What follows belongs to an exercise in optimizing a design on an open flow for small area, a short achievable clock period and few clock cycles per item; a production flow would make more cautious choices. Where RTL was checked, it was by simulation tests only, not by an equivalence proof against the original. Power and IR drop assume default switching activity.

old:
// blob_detector
module blob_detector (
  input  logic               clk,
  input  logic               rst,
  input  logic               in_valid,
  input  logic [TOKEN_W-1:0] in_token,
  output logic               in_credit,
  output logic               out_valid,
  output logic [WORD_W-1:0]  out_data,
  output logic               out_last,
  input  logic               out_credit
);
Size: ~5500 cells after synthesis, about 2200 flip-flops, ~62 I/O pins, about 0.086 mm2 of cells after synthesis.
==> module object_table, before the edit <==
module object_table (
  input  logic                clk,
  input  logic                rst,
  input  logic                a_valid,
  input  logic                a_new,
  input  logic [LABEL_W-1:0]  a_slot,
  input  logic [COL_W-1:0]    a_start,
  input  logic [COL_W-1:0]    a_end,
  input  logic [COL_W:0]      a_len,
  input  logic                a_row_end,
  input  logic                a_frame_end,
  input  logic                fe_take,
  input  logic [MAX_OBJS-1:0] fe_used,
  input  logic [LABEL_W-1:0]  fe_base,
  input  logic [LABEL_W:0]    fe_count,
  output logic                rep_busy,
  output logic [MAX_OBJS-1:0] rep_pend,
  input  logic                wr_ready,
  output logic                wr_valid,
  output logic [26:0]         wr_data,
  output logic                wr_last
);
  logic [MASS_W-1:0]   mass_mem  [MAX_OBJS];
  logic [COL_W-1:0]    min_x_mem [MAX_OBJS];
  logic [COL_W-1:0]    max_x_mem [MAX_OBJS];
  logic [ROW_W-1:0]    min_y_mem [MAX_OBJS];
  logic [ROW_W-1:0]    max_y_mem [MAX_OBJS];
  logic                b_valid;
  logic                b_new;
  logic [LABEL_W-1:0]  b_slot;
  logic [COL_W-1:0]    b_start;
  logic [COL_W-1:0]    b_end;
  logic [COL_W:0]      b_len;
  logic [ROW_W-1:0]    b_row;
  logic [MASS_W-1:0]   b_mass;
  logic [COL_W-1:0]    b_min_x;
  logic [COL_W-1:0]    b_max_x;
  logic [MASS_W-1:0]   mass_d;
  logic [COL_W-1:0]    min_x_d;
  logic [COL_W-1:0]    max_x_d;
  logic                a_read;
  logic [LABEL_W-1:0]  rd_addr;
  logic [MASS_W-1:0]   rd_mass;
  logic [COL_W-1:0]    rd_min_x;
  logic [COL_W-1:0]    rd_max_x;
  logic [ROW_W-1:0]    rd_min_y;
  logic [ROW_W-1:0]    rd_max_y;
  logic                fwd;
  logic                rep_on;
  logic                rep_wait;
  logic [LABEL_W-1:0]  rep_slot;
  logic [LABEL_W:0]    rep_left;
  logic [1:0]          phase;
  logic [LABEL_W:0]    rep_cnt;
  logic                rep_go;
  logic                big;
  logic [MAX_OBJS-1:0] slot_big;
  assign a_read   = a_valid && !a_new;
  assign rd_addr  = a_read ? a_slot : rep_slot;
  assign rd_mass  = mass_mem[rd_addr];
  assign rd_min_x = min_x_mem[rd_addr];
  assign rd_max_x = max_x_mem[rd_addr];
  assign rd_min_y = min_y_mem[rd_addr];
  assign rd_max_y = max_y_mem[rd_addr];
  assign fwd      = b_valid && b_slot == a_slot;
  assign mass_d  = b_new ? MASS_W'(b_len) : b_mass + MASS_W'(b_len);
  assign min_x_d = (b_new || b_start < b_min_x) ? b_start : b_min_x;
  assign max_x_d = (b_new || b_end > b_max_x) ? b_end : b_max_x;
  always_ff @(posedge clk) begin
    if (rst) begin
      b_valid <= 1'b0;
      b_row   <= '0;
    end else begin
      b_valid <= a_valid;
      if (a_frame_end)
        b_row <= '0;
      else if (a_row_end)
        b_row <= b_row + 1'b1;
    end
  end
  always_ff @(posedge clk) begin
    b_new   <= a_new;
    b_slot  <= a_slot;
    b_start <= a_start;
    b_end   <= a_end;
    b_len   <= a_len;
    b_mass  <= fwd ? mass_d  : rd_mass;
    b_min_x <= fwd ? min_x_d : rd_min_x;
    b_max_x <= fwd ? max_x_d : rd_max_x;
  end
  always_ff @(posedge clk) begin
    for (int i = 0; i < MAX_OBJS; i++) begin
      if (b_valid && b_slot == LABEL_W'(i)) begin
        mass_mem[i]  <= mass_d;
        min_x_mem[i] <= min_x_d;
        max_x_mem[i] <= max_x_d;
        max_y_mem[i] <= b_row;
        if (b_new)
          min_y_mem[i] <= b_row;
      end
    end
  end
  assign rep_busy = rep_on;
  always_comb begin
    for (int i = 0; i < MAX_OBJS; i++)
      slot_big[i] = mass_mem[i] > MASS_W'(MIN_MASS);
  end
  assign big      = slot_big[rep_slot];
  assign rep_go   = rep_on && !rep_wait && !a_read && wr_ready;
  assign wr_valid = rep_go && (rep_left == '0 || phase != 2'd0 || big);
  assign wr_last  = rep_left == '0;
  always_comb begin
    if (rep_left == '0)
      wr_data = 27'(rep_cnt);
    else if (phase == 2'd0)
      wr_data = 27'(rd_mass);
    else if (phase == 2'd1)
      wr_data = {rd_max_x, 5'b0, rd_min_x};
    else
      wr_data = {rd_max_y, 5'b0, rd_min_y};
  end
  always_ff @(posedge clk) begin
    if (rst) begin
      rep_on   <= 1'b0;
      rep_wait <= 1'b0;
      rep_pend <= '0;
      phase    <= '0;
      rep_cnt  <= '0;
      rep_left <= '0;
      rep_slot <= '0;
    end else begin
      rep_wait <= 1'b0;
      if (fe_take) begin
        rep_on   <= 1'b1;
        rep_wait <= 1'b1;   
        rep_pend <= fe_used;
        rep_slot <= fe_base;
        rep_left <= fe_count;
        rep_cnt  <= '0;
        phase    <= '0;
      end else if (rep_go) begin
        if (rep_left == '0) begin
          rep_on <= 1'b0;
        end else if (phase == 2'd0 && !big) begin
          rep_pend[rep_slot] <= 1'b0;
          rep_slot           <= rep_slot + 1'b1;
          rep_left           <= rep_left - 1'b1;
        end else if (phase == 2'd2) begin
          phase              <= '0;
          rep_pend[rep_slot] <= 1'b0;
          rep_slot           <= rep_slot + 1'b1;
          rep_left           <= rep_left - 1'b1;
          rep_cnt            <= rep_cnt + 1'b1;
        end else begin
          phase <= phase + 1'b1;
        end
      end
    end
  end
endmodule
==> module report_writer, before the edit <==
module report_writer (
  input  logic              clk,
  input  logic              rst,
  input  logic              wr_valid,
  input  logic [26:0]       wr_data,
  input  logic              wr_last,
  output logic              wr_ready,
  output logic              out_valid,
  output logic [WORD_W-1:0] out_data,
  output logic              out_last,
  input  logic              out_credit
);
  logic [CREDIT_W-1:0] credits;
  logic [26:0]         data_q;
  assign wr_ready = (credits > CREDIT_W'(out_valid));
  assign out_data = {5'b0, data_q};
  always_ff @(posedge clk) begin
    if (rst) begin
      out_valid <= 1'b0;
      out_last  <= 1'b0;
      credits   <= CREDIT_W'(OUT_CREDITS);
    end else begin
      out_valid <= wr_valid;
      out_last  <= wr_valid && wr_last;
      credits   <= credits - CREDIT_W'(out_valid) + CREDIT_W'(out_credit);
    end
  end
  always_ff @(posedge clk)
    data_q <= wr_data;
endmodule
clock: 10.0 ns
lec_check: 0
cap_margin: 20
core_margin: 2
core_utilization: 40
setup_slack_margin: 5
slew_margin: 20
standard.sh (not shown) runs the stock make flow with config.mk's settings and CLKGATE_MAP_FILE= SYNTH_SCRIPT=/design/flow/synth_recipe.tcl, a recipe that flattens the netlist after the stock synthesis.
==> flow/flow/run.sh <==
#!/bin/bash
# Standard layout; repair_timing aims for 7 ns of setup slack instead of 5.
bash standard.sh SETUP_SLACK_MARGIN=7 finish > standard.log 2>&1
Testbench counts of old, summed over its fixed seeds: cycles 12,160, tokens 11,777.
Edits applied to the flow inputs when going from old to new:
diff --git a/flow/design.v b/flow/design.v
--- a/flow/design.v
+++ b/flow/design.v
@@ -264,9 +264,8 @@
   logic [1:0]          phase;
   logic [LABEL_W:0]    rep_cnt;
   logic                rep_go;
   logic                big;
-  logic [MAX_OBJS-1:0] slot_big;
   assign a_read   = a_valid && !a_new;
   assign rd_addr  = a_read ? a_slot : rep_slot;
   assign rd_mass  = mass_mem[rd_addr];
   assign rd_min_x = min_x_mem[rd_addr];
@@ -311,13 +310,9 @@
       end
     end
   end
   assign rep_busy = rep_on;
-  always_comb begin
-    for (int i = 0; i < MAX_OBJS; i++)
-      slot_big[i] = mass_mem[i] > MASS_W'(MIN_MASS);
-  end
-  assign big      = slot_big[rep_slot];
+  assign big      = rd_mass > MASS_W'(MIN_MASS);
   assign rep_go   = rep_on && !rep_wait && !a_read && wr_ready;
   assign wr_valid = rep_go && (rep_left == '0 || phase != 2'd0 || big);
   assign wr_last  = rep_left == '0;
   always_comb begin
@@ -397,10 +392,12 @@
       out_last  <= wr_valid && wr_last;
       credits   <= credits - CREDIT_W'(out_valid) + CREDIT_W'(out_credit);
     end
   end
-  always_ff @(posedge clk)
-    data_q <= wr_data;
+  always_ff @(posedge clk) begin
+    if (wr_valid)
+      data_q <= wr_data;
+  end
 endmodule
 `timescale 1ns/1ns
 import blob_pkg::*;
 module blob_detector (
## What came out
Compared with old, number of violations reported at the end of detailed-routing iteration 0 in new increased by a few percent. Fraction of power consumed by the clock network ended up 0.7 points lower on new than on old. ~same mux contribution to synthesized area in new and old. new vs. old: area added between synthesis and finish rose by 3.5 points, number of antenna repair diodes -3, worst supply voltage drop on vdd climbed about 17%, total power now larger.
Function not checked in new: the RTL went through the layout flow alone.

---

Setup of lane 1:
Another version of the RTL of blob_detector (not shown whole).
Size: about 5100 cells after synthesis, about 2200 flip-flops, about 62 I/O pins, about 84000 um^2 of cells after synthesis.
==> module run_labeler, before the edit <==
module run_labeler (
  input  logic                clk,
  input  logic                rst,
  input  logic                tok_valid,
  input  logic [TOKEN_W-1:0]  tok_data,
  output logic                tok_pop,
  output logic                tok_done,
  output logic                a_valid,
  output logic                a_new,
  output logic [LABEL_W-1:0]  a_slot,
  output logic [COL_W-1:0]    a_start,
  output logic [COL_W-1:0]    a_end,
  output logic                a_row_end,
  output logic                a_frame_end,
  output logic                fe_take,
  output logic [LABEL_W-1:0]  fe_base,
  output logic [LABEL_W:0]    fe_count,
  input  logic                rep_busy,
  input  logic                rep_slot_busy,
  output logic [LABEL_W-1:0]  next_slot        
);
  logic [COL_W-1:0]   prev_sm1 [MAX_RUNS];
  logic [COL_W-1:0]   prev_ep1 [MAX_RUNS];
  logic [LABEL_W-1:0] prev_lab [MAX_RUNS];
  logic [COL_W-1:0]   cur_sm1  [MAX_RUNS];
  logic [COL_W-1:0]   cur_ep1  [MAX_RUNS];
  logic [LABEL_W-1:0] cur_lab  [MAX_RUNS];
  logic [RUN_IDX_W:0]  cur_cnt;
  logic [RUN_IDX_W:0]  prev_cnt;
  logic [LABEL_W:0]    next_label;    
  logic [LABEL_W-1:0]  frame_base;    
  logic               take;
  logic               is_event;
  logic               is_frame;
  logic               row_end;
  logic [COL_W-1:0]   run_start;
  logic [COL_W-1:0]   run_end;
  logic [COL_W-1:0]   run_sm1;
  logic [COL_W-1:0]   run_ep1;
  logic               hit;
  logic [LABEL_W-1:0] hit_slot;
  logic               store;
  logic               run_in;
  logic [LABEL_W-1:0] new_slot;
  logic [COL_W-1:0]    h_start;
  logic [COL_W-1:0]    h_end;
  logic [COL_W-1:0]    h_ep1 [MAX_RUNS];
  logic [MAX_RUNS-1:0] h_after;
  logic [RUN_IDX_W:0]  h_cnt;
  logic [MAX_RUNS-1:0] h_first;
  logic                s1_valid;
  logic [TOKEN_W-1:0]  s1_tok;
  logic [MAX_RUNS-1:0] s1_first;
  logic                s1_row_end;
  logic                s1_frame_end;
  logic                load;
  logic [COL_W-1:0]    first_sm1;
  logic [LABEL_W-1:0]  first_lab;
  assign h_start = tok_data[TOK_START_LSB +: COL_W];
  assign h_end   = tok_data[COL_W-1:0];
  assign s1_row_end   = s1_valid && s1_tok[TOK_EVENT_BIT] && !s1_tok[TOK_FRAME_BIT];
  assign s1_frame_end = s1_valid && s1_tok[TOK_EVENT_BIT] && s1_tok[TOK_FRAME_BIT];
  assign h_cnt = s1_frame_end ? '0 : s1_row_end ? cur_cnt : prev_cnt;
  always_comb begin
    for (int i = 0; i < MAX_RUNS; i++) begin
      h_ep1[i]   = s1_row_end ? cur_ep1[i] : prev_ep1[i];
      h_after[i] = h_ep1[i] >= h_start && (RUN_IDX_W+1)'(i) < h_cnt;
    end
    for (int i = 0; i < MAX_RUNS; i++)
      h_first[i] = h_after[i] && (i == 0 || !h_after[(i + MAX_RUNS - 1) % MAX_RUNS]);
  end
  assign load       = tok_valid && (!s1_valid || take);
  assign tok_pop    = load;
  assign tok_done   = take;
  always_ff @(posedge clk) begin
    if (rst)
      s1_valid <= 1'b0;
    else if (load || take)
      s1_valid <= load;
  end
  always_ff @(posedge clk) begin
    if (load) begin
      s1_tok   <= tok_data;
      s1_first <= h_first;
    end
  end
  assign is_event  = s1_tok[TOK_EVENT_BIT];
  assign is_frame  = s1_tok[TOK_FRAME_BIT];
  assign run_start = s1_tok[TOK_START_LSB +: COL_W];
  assign run_end   = s1_tok[COL_W-1:0];
  assign take      = s1_valid && (is_event ? !(is_frame && rep_busy) : !rep_slot_busy);
  assign row_end   = take && is_event && !is_frame;
  assign fe_take   = take && is_event && is_frame;
  assign fe_base   = frame_base;
  assign fe_count  = next_label;
  assign run_sm1 = (run_start == '0) ? '0 : run_start - 1'b1;
  assign run_ep1 = (&run_end) ? run_end : run_end + 1'b1;
  always_comb begin
    first_sm1 = '0;
    first_lab = '0;
    for (int i = 0; i < MAX_RUNS; i++) begin
      first_sm1 |= s1_first[i] ? prev_sm1[i] : '0;
      first_lab |= s1_first[i] ? prev_lab[i] : '0;
    end
  end
  assign hit      = (|s1_first) && first_sm1 <= run_end;
  assign hit_slot = first_lab;
  assign new_slot = hit ? hit_slot : next_slot;
  assign run_in   = take && !is_event && !cur_cnt[RUN_IDX_W];
  assign store    = run_in && (hit || !next_label[LABEL_W]);
  always_ff @(posedge clk) begin
    if (rst) begin
      cur_cnt     <= '0;
      prev_cnt    <= '0;
      next_label  <= '0;
      next_slot   <= '0;
      frame_base  <= '0;
      a_valid     <= 1'b0;
      a_row_end   <= 1'b0;
      a_frame_end <= 1'b0;
    end else begin
      a_valid     <= store;
      a_row_end   <= row_end;
      a_frame_end <= fe_take;
      if (fe_take) begin
        next_label <= '0;
        frame_base <= next_slot;
        cur_cnt    <= '0;
        prev_cnt   <= '0;
      end
      if (row_end) begin
        prev_cnt <= cur_cnt;
        cur_cnt  <= '0;
      end
      if (store) begin
        cur_cnt <= cur_cnt + 1'b1;
        if (!hit) begin
          next_label      <= next_label + 1'b1;
          next_slot       <= next_slot + 1'b1;
        end
      end
    end
  end
  always_ff @(posedge clk) begin
    a_new   <= !hit;
    a_slot  <= new_slot;
    a_start <= run_start;
    a_end   <= run_end;
    if (run_in) begin
      cur_sm1[cur_cnt[RUN_IDX_W-1:0]] <= run_sm1;
      cur_ep1[cur_cnt[RUN_IDX_W-1:0]] <= run_ep1;
      cur_lab[cur_cnt[RUN_IDX_W-1:0]] <= new_slot;
    end
    if (row_end) begin
      for (int i = 0; i < MAX_RUNS; i++) begin
        prev_sm1[i] <= cur_sm1[i];
        prev_ep1[i] <= cur_ep1[i];
        prev_lab[i] <= cur_lab[i];
      end
    end
  end
endmodule
export LEC_CHECK = 0
export CAP_MARGIN = 20
export CORE_MARGIN = 2
export CORE_UTILIZATION = 40
export CTS_CLUSTER_DIAMETER = 120
export CTS_CLUSTER_SIZE = 25
export SETUP_SLACK_MARGIN = 5
export SLEW_MARGIN = 20
create_clock -name core_clock -period 10.0 [get_ports {clk}]
==> flow/flow/run.sh <==
#!/bin/bash
# Standard layout; repair_timing aims for 6.8 ns of setup slack (a period of 3.2 ns).
bash standard.sh SETUP_SLACK_MARGIN=6.8 finish > standard.log 2>&1
Testbench counts of lane 1, summed over its fixed seeds: cycles 12,168, tokens 11,777.
--- input diff lane 1..lane 2 ---
-- flow/design.v --
<<< lane 1, line 130
  assign h_start = tok_data[TOK_START_LSB +: COL_W];
  assign h_end   = tok_data[COL_W-1:0];
  assign s1_row_end   = s1_valid && s1_tok[TOK_EVENT_BIT] && !s1_tok[TOK_FRAME_BIT];
  assign s1_frame_end = s1_valid && s1_tok[TOK_EVENT_BIT] && s1_tok[TOK_FRAME_BIT];
  assign h_cnt = s1_frame_end ? '0 : s1_row_end ? cur_cnt : prev_cnt;
  always_comb begin
>>> lane 2, line 130
  assign h_start = tok_data[TOK_START_LSB +: COL_W];
  assign h_end   = tok_data[COL_W-1:0];
  assign h_cnt = s1_frame_end ? '0 : s1_row_end ? cur_cnt : prev_cnt;
  always_comb begin
<<< lane 1, line 145
  assign tok_done   = take;
  always_ff @(posedge clk) begin
    if (rst)
      s1_valid <= 1'b0;
    else if (load || take)
      s1_valid <= load;
  end
  always_ff @(posedge clk) begin
>>> lane 2, line 143
  assign tok_done   = take;
  always_ff @(posedge clk) begin
    if (rst) begin
      s1_valid     <= 1'b0;
      s1_row_end   <= 1'b0;
      s1_frame_end <= 1'b0;
    end else if (load || take) begin
      s1_valid     <= load;
      s1_row_end   <= load && tok_data[TOK_EVENT_BIT] && !tok_data[TOK_FRAME_BIT];
      s1_frame_end <= load && tok_data[TOK_EVENT_BIT] && tok_data[TOK_FRAME_BIT];
    end
  end
  always_ff @(posedge clk) begin
### Flow results
Changes observed in lane 2 relative to lane 1: count of placed standard cells including taps now larger, filler cell count lost about 0.7%.
Diff lane 1 -> lane 2 | minimum period implied by the final worst setup slack | increase of 0.14 ns
Clock insertion delay at the later pin of the skew report for lane 2: 0.02 ns up relative to lane 1
Number of cells produced by synthesis ended up 1.7% higher on lane 2 than on lane 1.
Area of the multi-input gates in lane 2 is 180 um^2 lower than in lane 1
Count of cell types in the netlist, lane 1 and lane 2: higher on lane 1
For flip-flop and latch area, lane 1 and lane 2 come out practically identical.
On total power after layout, lane 1 and lane 2 are basically level.
Looking at first element of the critical path, the u_labeler.s1_first[1]$_DFFE_PP_ result is from lane 2; the u_labeler.s1_first[2]$_DFFE_PP_ one comes from lane 1.
Compared with lane 1, in lane 2 final area saw little to no change; clock-buffer cell count saw a decrease.
No functional check of the RTL was part of lane 2.

-- separate check: timing with driven ports --
Ports are ideal in the flow. The routed layouts listed here were re-timed in OpenROAD. Step 1, drivers: a clkbuf_16 drives clk and a buf_2 each remaining input, both assumed. Step 2 times the ports against the registers' clock, not the clock port: input delays grow and output delays shrink by t, the midpoint of the rising clock arrivals with the driver on. Three values: ideal ports, drivers, drivers and shift; two values: the first two.
run | shift t [ns] | setup slack, ns | hold slack, ns | clock arrival spread, ns
old | 0.948 | 5.929 / 5.929 / 5.782 | 0.305 / 0.305 / 0.305 | 0.067 / 0.068
new | 0.939 | 5.998 / 5.998 / 5.751 | 0.295 / 0.295 / 0.295 | 0.056 / 0.056
lane 1 | 0.849 | 6.569 / 6.561 / 5.915 | 0.346 / 0.346 / 0.346 | 0.057 / 0.057
lane 2 | 0.869 | 6.427 / 6.427 / 5.650 | 0.364 / 0.364 / 0.364 | 0.039 / 0.039
After both steps every run listed still meets setup and hold. The setup slack of lane 2, which loses most, moves by 0.000 ns with the drivers and by -0.777 ns with both steps.
